Context: an optimization exercise on an open-source flow, tuned for small area, a short achievable clock period and few clock cycles per item. The choices shown serve that exercise and are no tape-out recipe. Where RTL was checked, it was by simulation tests only, not by an equivalence proof against the original. Power figures rest on the tool's default switching activity, not on a simulated workload.

==> run a <==
Design expu_accumulator, start of the top module:
module expu_accumulator #(
    parameter int EXP_BITS  = 8,
    parameter int MANT_BITS = 7,
    parameter int N_ROWS    = 8,
    parameter int ACC_WIDTH = 32,
    parameter int ACC_FRAC  = 16,
    localparam int WIDTH    = EXP_BITS + MANT_BITS + 1
) (
    input  logic                      clk_i,
    input  logic                      rst_ni,
    input  logic                      clear_i,
    input  logic                      enable_i,
    input  logic                      valid_i,
    output logic                      ready_o,
    input  logic [N_ROWS-1:0]         strb_i,
    input  logic [N_ROWS*WIDTH-1:0]   op_i,
    input  logic                      last_i,
    output logic [ACC_WIDTH-1:0]      sum_o,
    output logic                      overflow_o,
    output logic                      valid_o,
    input  logic                      ready_i
);
export LEC_CHECK = 0
export CAP_MARGIN = 20
export CORE_MARGIN = 2
export CORE_UTILIZATION = 40
export SLEW_MARGIN = 20
export SYNTH_HIERARCHICAL = 1
create_clock -name core_clock -period 22.0 [get_ports {clk_i}]
standard.sh (not shown) runs the stock make flow with config.mk's settings and CLKGATE_MAP_FILE= SYNTH_SCRIPT=/design/flow/synth_recipe.tcl, a recipe that flattens the netlist after the stock synthesis.
==> flow/flow/run.sh <==
#!/bin/bash
# The standard layout (standard.sh: the ORFS flow, standard synthesis included), with two
# changes: the input and output port buffers are the smallest plain buffer, buf_1, instead of the
# cell buffer_ports picks by itself (a 10 um2 delay buffer); and timing repair aims at a setup
# slack of 12.6 ns on the design's clock, so that it speeds up the critical paths.
set -euo pipefail
export BUFFER_PORTS_ARGS="-buffer_cell sky130_fd_sc_hd__buf_1"
export SETUP_SLACK_MARGIN=12.6
bash standard.sh > standard_make.log 2>&1
==> run b (differences from run a) <==
--- a/flow/design.v
+++ b/flow/design.v
@@ -13,90 +13,45 @@
     input  logic b,
     output logic s,
     output logic co
 );
     assign s  = a ^ b;
     assign co = a & b;
 endmodule
-module expu_or8 (
+module expu_add8 (
     input  logic [7:0] a,
-    output logic       y
-);
-    assign y = |a;
-endmodule
-module expu_add4_lo (
-    input  logic [3:0] a,
-    input  logic [3:0] b,
-    output logic [3:0] s,
-    output logic       co
-);
-    logic [3:0] p, g;
-    for (genvar i = 0; i < 4; i++) begin : g_pg
-        expu_ha u_pg (.a(a[i]), .b(b[i]), .s(p[i]), .co(g[i]));
-    end
-    logic g0_1, p0_1, g0_3, p0_3, g1_2, p1_2, g1_3, p1_3;
-    assign g0_1 = g[1] | (p[1] & g[0]);
-    assign p0_1 = p[1] & p[0];
-    assign g0_3 = g[3] | (p[3] & g[2]);
-    assign p0_3 = p[3] & p[2];
-    assign g1_2 = g[2] | (p[2] & g0_1);
-    assign p1_2 = p[2] & p0_1;
-    assign g1_3 = g0_3 | (p0_3 & g0_1);
-    assign p1_3 = p0_3 & p0_1;
-    assign s  = p ^ {g1_2, g0_1, g[0], 1'b0};
-    assign co = g1_3;
-endmodule
-module expu_add4 (
-    input  logic [3:0] a,
-    input  logic [3:0] b,
-    input  logic       ci,
-    output logic [3:0] s,
-    output logic       co
-);
-    logic [3:0] p, g;
-    for (genvar i = 0; i < 4; i++) begin : g_pg
-        expu_ha u_pg (.a(a[i]), .b(b[i]), .s(p[i]), .co(g[i]));
-    end
-    logic g0c, g0_1, p0_1, g0_3, p0_3, g1_2, p1_2, g1_3, p1_3;
-    assign g0c = g[0] | (p[0] & ci);
-    assign g0_1 = g[1] | (p[1] & g0c);
-    assign p0_1 = p[1] & p[0];
-    assign g0_3 = g[3] | (p[3] & g[2]);
-    assign p0_3 = p[3] & p[2];
-    assign g1_2 = g[2] | (p[2] & g0_1);
-    assign p1_2 = p[2] & p0_1;
-    assign g1_3 = g0_3 | (p0_3 & g0_1);
-    assign p1_3 = p0_3 & p0_1;
-    assign s  = p ^ {g1_2, g0_1, g0c, ci};
-    assign co = g1_3;
-endmodule
-module expu_add4_hi (
-    input  logic [3:0] a,
-    input  logic [3:0] b,
+    input  logic [7:0] b,
     input  logic       ci,
     input  logic       xi,
-    output logic [3:0] s,
+    output logic [7:0] s,
     output logic       co
 );
-    logic [3:0] p, g;
-    for (genvar i = 0; i < 4; i++) begin : g_pg
+    logic [7:0] p, g, c;
+    logic       g10, p10, g32, p32, g54, p54, g76, p76, g7654, p7654;
+    for (genvar i = 0; i < 8; i++) begin : g_pg
         expu_ha u_pg (.a(a[i]), .b(b[i]), .s(p[i]), .co(g[i]));
     end
-    logic g0c, g0_1, p0_1, g0_3, p0_3, g1_2, p1_2, g1_3, p1_3;
-    assign g0c = g[0] | (p[0] & ci);
-    assign g0_1 = g[1] | (p[1] & g0c);
-    assign p0_1 = p[1] & p[0];
-    assign g0_3 = g[3] | (p[3] & g[2]);
-    assign p0_3 = p[3] & p[2];
-    assign g1_2 = g[2] | (p[2] & g0_1);
-    assign p1_2 = p[2] & p0_1;
-    assign g1_3 = g0_3 | (p0_3 & g0_1);
-    assign p1_3 = p0_3 & p0_1;
-    assign s  = p ^ {g1_2, g0_1, g0c, ci};
-    assign co = g1_3 | xi;
+    assign c[0]  = p[0] ? ci : g[0];
+    assign c[1]  = g[1] | (p[1] & c[0]);
+    assign g32   = p[3] ? g[2] : g[3];
+    assign p32   = p[3] & p[2];
+    assign c[2]  = p[2] ? c[1] : g[2];
+    assign c[3]  = g32 | (p32 & c[1]);
+    assign g54   = p[5] ? g[4] : g[5];
+    assign p54   = p[5] & p[4];
+    assign g76   = p[7] ? g[6] : g[7];
+    assign p76   = p[7] & p[6];
+    assign g7654 = g76 | (p76 & g54);
+    assign p7654 = p76 & p54;
+    assign c[4]  = p[4] ? c[3] : g[4];
+    assign c[5]  = g54 | (p54 & c[3]);
+    assign c[6]  = g[6] | (p[6] & c[5]);
+    assign c[7]  = g7654 | (p7654 & c[3]);
+    assign s     = p ^ {c[6:0], ci};
+    assign co    = c[7] | xi;
 endmodule
 module expu_accumulator #(
     parameter int EXP_BITS  = 8,
     parameter int MANT_BITS = 7,
     parameter int N_ROWS    = 8,
     parameter int ACC_WIDTH = 32,
     parameter int ACC_FRAC  = 16,
@@ -112,15 +67,15 @@
     input  logic [N_ROWS*WIDTH-1:0]   op_i,
     input  logic                      last_i,
     output logic [ACC_WIDTH-1:0]      sum_o,
     output logic                      overflow_o,
     output logic                      valid_o,
     input  logic                      ready_i
 );
-    localparam int BLK   = 4;                   
+    localparam int BLK   = 8;                   
     localparam int N_BLK = ACC_WIDTH / BLK;
     logic                 valid_q, part_q, ovf_q;
     logic [ACC_WIDTH-1:0] acc_q;                
     logic [N_BLK-1:1]     cy_q;                 
     logic                 handover, accept, keep;
     logic [N_ROWS-1:0]    lane_sat;
     logic [ACC_WIDTH-1:0] lane_val [N_ROWS];
@@ -435,24 +390,39 @@
     expu_fa u_fa217 (.a(tc184), .b(ts185), .c(ts149), .s(ts217), .co(tc217));
     expu_fa u_fa218 (.a(tc185), .b(ts186), .c(ts151), .s(ts218), .co(tc218));
     expu_fa u_fa219 (.a(tc186), .b(ts187), .c(ts153), .s(ts219), .co(tc219));
     expu_fa u_fa220 (.a(tc187), .b(ts188), .c(ts155), .s(ts220), .co(tc220));
     expu_fa u_fa221 (.a(tc188), .b(ts189), .c(ts157), .s(ts221), .co(tc221));
     assign row_a = {tc220, tc219, tc218, tc217, tc216, tc215, tc214, tc213, tc212, tc211, tc210, tc209, tc208, tc207, tc206, tc205, tc204, tc203, tc202, tc201, tc200, tc199, tc198, tc197, tc196, tc195, tc194, tc193, tc192, tc191, tc190, ts190};
     assign row_b = {ts221, ts220, ts219, ts218, ts217, ts216, ts215, ts214, ts213, ts212, ts211, ts210, ts209, ts208, ts207, ts206, ts205, ts204, ts203, ts202, ts201, ts200, ts199, ts198, ts197, ts196, ts195, ts194, ts193, ts192, ts191, acc_base[0]};
-    expu_or8 u_high (.a({tc221, tc189, tc157, tc156, tc94, tc93, tc92, ovf_early}), .y(tree_high));
-    assign ovf_early = (keep & ovf_q) | (|lane_sat);
-    expu_add4_lo u_add0 (.a(row_a[3:0]), .b(row_b[3:0]), .s(total[3:0]), .co(cy_d[1]));
-    expu_add4 u_add1 (.a(row_a[7:4]), .b(row_b[7:4]), .ci(cy_base[1]), .s(total[7:4]), .co(cy_d[2]));
-    expu_add4 u_add2 (.a(row_a[11:8]), .b(row_b[11:8]), .ci(cy_base[2]), .s(total[11:8]), .co(cy_d[3]));
-    expu_add4 u_add3 (.a(row_a[15:12]), .b(row_b[15:12]), .ci(cy_base[3]), .s(total[15:12]), .co(cy_d[4]));
-    expu_add4 u_add4 (.a(row_a[19:16]), .b(row_b[19:16]), .ci(cy_base[4]), .s(total[19:16]), .co(cy_d[5]));
-    expu_add4 u_add5 (.a(row_a[23:20]), .b(row_b[23:20]), .ci(cy_base[5]), .s(total[23:20]), .co(cy_d[6]));
-    expu_add4 u_add6 (.a(row_a[27:24]), .b(row_b[27:24]), .ci(cy_base[6]), .s(total[27:24]), .co(cy_d[7]));
-    expu_add4_hi u_add7 (.a(row_a[31:28]), .b(row_b[31:28]), .ci(cy_base[7]), .xi(tree_high), .s(total[31:28]), .co(ovf_d));
+    assign tree_high = tc92 | tc93 | tc94 | tc156 | tc157 | tc189 | tc221;
+    assign ovf_early = (keep & ovf_q) | (|lane_sat) | tree_high;
+    for (genvar k = 0; k < N_BLK; k++) begin : g_blk
+        logic ci, xi, co;
+        if (k == 0) begin : g_c0
+            assign ci = 1'b0;
+        end else begin : g_ck
+            assign ci = cy_base[k];
+        end
+        if (k == N_BLK - 1) begin : g_top
+            assign xi    = ovf_early;
+            assign ovf_d = co;
+        end else begin : g_mid
+            assign xi        = 1'b0;
+            assign cy_d[k+1] = co;
+        end
+        expu_add8 u_add (
+            .a  (row_a[BLK*k +: BLK]),
+            .b  (row_b[BLK*k +: BLK]),
+            .ci (ci),
+            .xi (xi),
+            .s  (total[BLK*k +: BLK]),
+            .co (co)
+        );
+    end
     always_ff @(posedge clk_i or negedge rst_ni) begin
         if (!rst_ni) begin
             valid_q <= 1'b0;
             part_q  <= 1'b0;
             ovf_q   <= 1'b0;
         end else if (clear_i) begin
             valid_q <= 1'b0;
==> flow/flow/run.sh (replaced) <==
#!/bin/bash
# The standard layout (standard.sh: the ORFS flow, standard synthesis included), with one
# change: the input and output port buffers are the smallest plain buffer, buf_1, instead of the
# cell buffer_ports picks by itself (a 10 um2 delay buffer).
set -euo pipefail
export BUFFER_PORTS_ARGS="-buffer_cell sky130_fd_sc_hd__buf_1"
bash standard.sh > standard_make.log 2>&1
Settings changed: SLEW_MARGIN 20 to 70.
==> run c (differences from run a) <==
--- a/flow/design.v
+++ b/flow/design.v
@@ -13,90 +13,96 @@
     input  logic b,
     output logic s,
     output logic co
 );
     assign s  = a ^ b;
     assign co = a & b;
 endmodule
+module expu_ready (
+    input  logic enable,
+    input  logic clear,
+    input  logic busy,
+    input  logic ready_in,
+    output logic ready
+);
+    assign ready = enable & ~clear & (~busy | ready_in);
+endmodule
 module expu_or8 (
     input  logic [7:0] a,
     output logic       y
 );
     assign y = |a;
 endmodule
 module expu_add4_lo (
     input  logic [3:0] a,
     input  logic [3:0] b,
     output logic [3:0] s,
     output logic       co
 );
-    logic [3:0] p, g;
+    logic [3:0] p, g, c;
+    logic       g32, p32, g10;
     for (genvar i = 0; i < 4; i++) begin : g_pg
         expu_ha u_pg (.a(a[i]), .b(b[i]), .s(p[i]), .co(g[i]));
     end
-    logic g0_1, p0_1, g0_3, p0_3, g1_2, p1_2, g1_3, p1_3;
-    assign g0_1 = g[1] | (p[1] & g[0]);
-    assign p0_1 = p[1] & p[0];
-    assign g0_3 = g[3] | (p[3] & g[2]);
-    assign p0_3 = p[3] & p[2];
-    assign g1_2 = g[2] | (p[2] & g0_1);
-    assign p1_2 = p[2] & p0_1;
-    assign g1_3 = g0_3 | (p0_3 & g0_1);
-    assign p1_3 = p0_3 & p0_1;
-    assign s  = p ^ {g1_2, g0_1, g[0], 1'b0};
-    assign co = g1_3;
+    assign g10  = g[1] | (p[1] & g[0]);
+    assign g32  = g[3] | (p[3] & g[2]);
+    assign p32  = p[3] & p[2];
+    assign c[0] = g[0];
+    assign c[1] = g10;
+    assign c[2] = g[2] | (p[2] & c[1]);
+    assign c[3] = g32 | (p32 & c[1]);
+    assign s    = p ^ {c[2:0], 1'b0};
+    assign co   = c[3];
 endmodule
 module expu_add4 (
     input  logic [3:0] a,
     input  logic [3:0] b,
     input  logic       ci,
     output logic [3:0] s,
     output logic       co
 );
-    logic [3:0] p, g;
+    logic [3:0] p, g, c;
+    logic       g32, p32, g10, p10;
     for (genvar i = 0; i < 4; i++) begin : g_pg
         expu_ha u_pg (.a(a[i]), .b(b[i]), .s(p[i]), .co(g[i]));
     end
-    logic g0c, g0_1, p0_1, g0_3, p0_3, g1_2, p1_2, g1_3, p1_3;
-    assign g0c = g[0] | (p[0] & ci);
-    assign g0_1 = g[1] | (p[1] & g0c);
-    assign p0_1 = p[1] & p[0];
-    assign g0_3 = g[3] | (p[3] & g[2]);
-    assign p0_3 = p[3] & p[2];
-    assign g1_2 = g[2] | (p[2] & g0_1);
-    assign p1_2 = p[2] & p0_1;
-    assign g1_3 = g0_3 | (p0_3 & g0_1);
-    assign p1_3 = p0_3 & p0_1;
-    assign s  = p ^ {g1_2, g0_1, g0c, ci};
-    assign co = g1_3;
+    assign g10  = g[1] | (p[1] & g[0]);
+    assign p10  = p[1] & p[0];
+    assign g32  = g[3] | (p[3] & g[2]);
+    assign p32  = p[3] & p[2];
+    assign c[0] = g[0] | (p[0] & ci);
+    assign c[1] = g10 | (p10 & ci);
+    assign c[2] = g[2] | (p[2] & c[1]);
+    assign c[3] = g32 | (p32 & c[1]);
+    assign s    = p ^ {c[2:0], ci};
+    assign co   = c[3];
 endmodule
 module expu_add4_hi (
     input  logic [3:0] a,
     input  logic [3:0] b,
     input  logic       ci,
     input  logic       xi,
     output logic [3:0] s,
     output logic       co
 );
-    logic [3:0] p, g;
+    logic [3:0] p, g, c;
+    logic       g32, p32, g10, p10;
     for (genvar i = 0; i < 4; i++) begin : g_pg
         expu_ha u_pg (.a(a[i]), .b(b[i]), .s(p[i]), .co(g[i]));
     end
-    logic g0c, g0_1, p0_1, g0_3, p0_3, g1_2, p1_2, g1_3, p1_3;
-    assign g0c = g[0] | (p[0] & ci);
-    assign g0_1 = g[1] | (p[1] & g0c);
-    assign p0_1 = p[1] & p[0];
-    assign g0_3 = g[3] | (p[3] & g[2]);
-    assign p0_3 = p[3] & p[2];
-    assign g1_2 = g[2] | (p[2] & g0_1);
-    assign p1_2 = p[2] & p0_1;
-    assign g1_3 = g0_3 | (p0_3 & g0_1);
-    assign p1_3 = p0_3 & p0_1;
-    assign s  = p ^ {g1_2, g0_1, g0c, ci};
-    assign co = g1_3 | xi;
+    assign g10  = g[1] | (p[1] & g[0]);
+    assign p10  = p[1] & p[0];
+    assign g32  = g[3] | (p[3] & g[2]);
+    assign p32  = p[3] & p[2];
+    assign c[0] = g[0] | (p[0] & ci);
+    assign c[1] = g10 | (p10 & ci);
+    assign c[2] = g[2] | (p[2] & c[1]);
+    assign c[3] = g32 | (p32 & c[1]);
+    assign s    = p ^ {c[2:0], ci};
+    assign co   = c[3] | xi;
 endmodule
 module expu_accumulator #(
     parameter int EXP_BITS  = 8,
     parameter int MANT_BITS = 7,
     parameter int N_ROWS    = 8,
     parameter int ACC_WIDTH = 32,
     parameter int ACC_FRAC  = 16,
@@ -126,16 +132,22 @@
     logic [ACC_WIDTH-1:0] lane_val [N_ROWS];
     logic [ACC_WIDTH-1:0] acc_base, row_a, row_b, total;
     logic [N_BLK-1:1]     cy_base, cy_d;
     logic                 tree_high, ovf_early, ovf_d;
     logic [ACC_WIDTH-1:0] res;
     logic                 res_carry, res_ovf;
     assign handover = valid_q & ready_i & enable_i & ~clear_i;
-    assign ready_o  = enable_i & ~clear_i & (~valid_q | ready_i);
-    assign accept   = valid_i & ready_o;
+    expu_ready u_ready (
+        .enable   (enable_i),
+        .clear    (clear_i),
+        .busy     (valid_q),
+        .ready_in (ready_i),
+        .ready    (ready_o)
+    );
+    assign accept   = valid_i & enable_i & ~clear_i & (~valid_q | ready_i);
     assign keep     = part_q | (valid_q & ~handover);
     assign acc_base = acc_q & {ACC_WIDTH{keep}};
     assign cy_base  = cy_q & {(N_BLK-1){keep}};
     for (genvar i = 0; i < N_ROWS; i++) begin : g_lane
         logic [15:0] x;
         logic [7:0]  e;
         logic        on;
@@ -437,22 +449,41 @@
     expu_fa u_fa219 (.a(tc186), .b(ts187), .c(ts153), .s(ts219), .co(tc219));
     expu_fa u_fa220 (.a(tc187), .b(ts188), .c(ts155), .s(ts220), .co(tc220));
     expu_fa u_fa221 (.a(tc188), .b(ts189), .c(ts157), .s(ts221), .co(tc221));
     assign row_a = {tc220, tc219, tc218, tc217, tc216, tc215, tc214, tc213, tc212, tc211, tc210, tc209, tc208, tc207, tc206, tc205, tc204, tc203, tc202, tc201, tc200, tc199, tc198, tc197, tc196, tc195, tc194, tc193, tc192, tc191, tc190, ts190};
     assign row_b = {ts221, ts220, ts219, ts218, ts217, ts216, ts215, ts214, ts213, ts212, ts211, ts210, ts209, ts208, ts207, ts206, ts205, ts204, ts203, ts202, ts201, ts200, ts199, ts198, ts197, ts196, ts195, ts194, ts193, ts192, ts191, acc_base[0]};
     expu_or8 u_high (.a({tc221, tc189, tc157, tc156, tc94, tc93, tc92, ovf_early}), .y(tree_high));
     assign ovf_early = (keep & ovf_q) | (|lane_sat);
-    expu_add4_lo u_add0 (.a(row_a[3:0]), .b(row_b[3:0]), .s(total[3:0]), .co(cy_d[1]));
-    expu_add4 u_add1 (.a(row_a[7:4]), .b(row_b[7:4]), .ci(cy_base[1]), .s(total[7:4]), .co(cy_d[2]));
-    expu_add4 u_add2 (.a(row_a[11:8]), .b(row_b[11:8]), .ci(cy_base[2]), .s(total[11:8]), .co(cy_d[3]));
-    expu_add4 u_add3 (.a(row_a[15:12]), .b(row_b[15:12]), .ci(cy_base[3]), .s(total[15:12]), .co(cy_d[4]));
-    expu_add4 u_add4 (.a(row_a[19:16]), .b(row_b[19:16]), .ci(cy_base[4]), .s(total[19:16]), .co(cy_d[5]));
-    expu_add4 u_add5 (.a(row_a[23:20]), .b(row_b[23:20]), .ci(cy_base[5]), .s(total[23:20]), .co(cy_d[6]));
-    expu_add4 u_add6 (.a(row_a[27:24]), .b(row_b[27:24]), .ci(cy_base[6]), .s(total[27:24]), .co(cy_d[7]));
-    expu_add4_hi u_add7 (.a(row_a[31:28]), .b(row_b[31:28]), .ci(cy_base[7]), .xi(tree_high), .s(total[31:28]), .co(ovf_d));
+    for (genvar k = 0; k < N_BLK; k++) begin : g_blk
+        if (k == 0) begin : g_lo
+            expu_add4_lo u_add (
+                .a  (row_a[BLK*k +: BLK]),
+                .b  (row_b[BLK*k +: BLK]),
+                .s  (total[BLK*k +: BLK]),
+                .co (cy_d[k+1])
+            );
+        end else if (k < N_BLK - 1) begin : g_mid
+            expu_add4 u_add (
+                .a  (row_a[BLK*k +: BLK]),
+                .b  (row_b[BLK*k +: BLK]),
+                .ci (cy_base[k]),
+                .s  (total[BLK*k +: BLK]),
+                .co (cy_d[k+1])
+            );
+        end else begin : g_hi
+            expu_add4_hi u_add (
+                .a  (row_a[BLK*k +: BLK]),
+                .b  (row_b[BLK*k +: BLK]),
+                .ci (cy_base[k]),
+                .xi (tree_high),
+                .s  (total[BLK*k +: BLK]),
+                .co (ovf_d)
+            );
+        end
+    end
     always_ff @(posedge clk_i or negedge rst_ni) begin
         if (!rst_ni) begin
             valid_q <= 1'b0;
             part_q  <= 1'b0;
             ovf_q   <= 1'b0;
         end else if (clear_i) begin
             valid_q <= 1'b0;
==> flow/flow/run.sh (replaced) <==
#!/bin/bash
# The standard layout (standard.sh: the ORFS flow, standard synthesis included), with two
# changes: the input and output port buffers are the smallest plain buffer, buf_1, instead of the
# cell buffer_ports picks by itself (a 10 um2 delay buffer); and timing repair aims at a setup
# slack of 12.7 ns on the design's clock, so that it speeds up the critical paths.
set -euo pipefail
export BUFFER_PORTS_ARGS="-buffer_cell sky130_fd_sc_hd__buf_1"
export SETUP_SLACK_MARGIN=12.7
bash standard.sh > standard_make.log 2>&1
Settings changed: CTS_BUF_LIST set to sky130_fd_sc_hd__clkbuf_4 sky130_fd_sc_hd__clkbuf_8.
==> qor summary <==
Number of non-clock buffers in the layout: run b 179; run c 183; run a 243
Fin crit share: run b 0.441; run c 0.421; run a 0.437
Clk_buf instances: run b 6; run c 6; run a 5
Worst r2r dst: run b acc_q[31]$_DFF_P_; run c acc_q[11]$_DFF_P_; run a acc_q[23]$_DFF_P_
GPL Wtd Cong: run b 0.987; run c 1.00; run a 1.01
Reg2Reg Depth: run b 18; run c 17; run a 20
Register share of the cell area: run b 0.0578; run c 0.0634; run a 0.0567
Cell count after synthesis: run b 1342; run c 1392; run a 1402
PwrDens: run b 21.0 nW/um^2; run c 18.4 nW/um^2; run a 19.4 nW/um^2
Actual transition at the worst max-transition pin: run b -; run c 0.995 ns; run a 0.848 ns
Die height: run b 179 um; run c 179 um; run a 180 um
Outcome: run b finished clean; run c finished clean; run a finished clean
Testbench counts of run b, summed over its fixed seeds: cycles 4,808, items 4,800.
Function not checked in run a and run c: the RTL went through the layout flow alone.

port drivers added, routing unchanged:
No port has a modelled driver above. Below, the same layouts with a new extraction and two added sets of constraints.
Step 1 (the two cells are an assumption about what drives the block):
set clk [get_ports {clk_i}]
set_driving_cell -lib_cell sky130_fd_sc_hd__clkbuf_16 $clk
set_driving_cell -lib_cell sky130_fd_sc_hd__buf_2 [delete_from_list [all_inputs] $clk]
Step 2 times the ports against the registers' clock, not the clock port: input delays grow and output delays shrink by t, the midpoint of the rising clock arrivals with the driver on.
Three values: ideal, step 1, step 2; two values: the first two.
| run | shift t [ns] | slack for setup (ns) | worst slew at a driven data input, ns | pins driven straight from the clock port |
|---|---|---|---|---|
| run a | 0.336 | 12.390 / 12.403 / 12.067 | 0.04 | 1 |
| run b | 0.337 | 12.298 / 12.316 / 11.979 | 0.04 | 1 |
| run c | 0.353 | 12.731 / 12.708 / 12.494 | 0.04 | 1 |
After both steps setup and hold are still met in every run listed. The setup slack of run a, which loses most, moves by +0.013 ns with the drivers and by -0.323 ns with both steps.
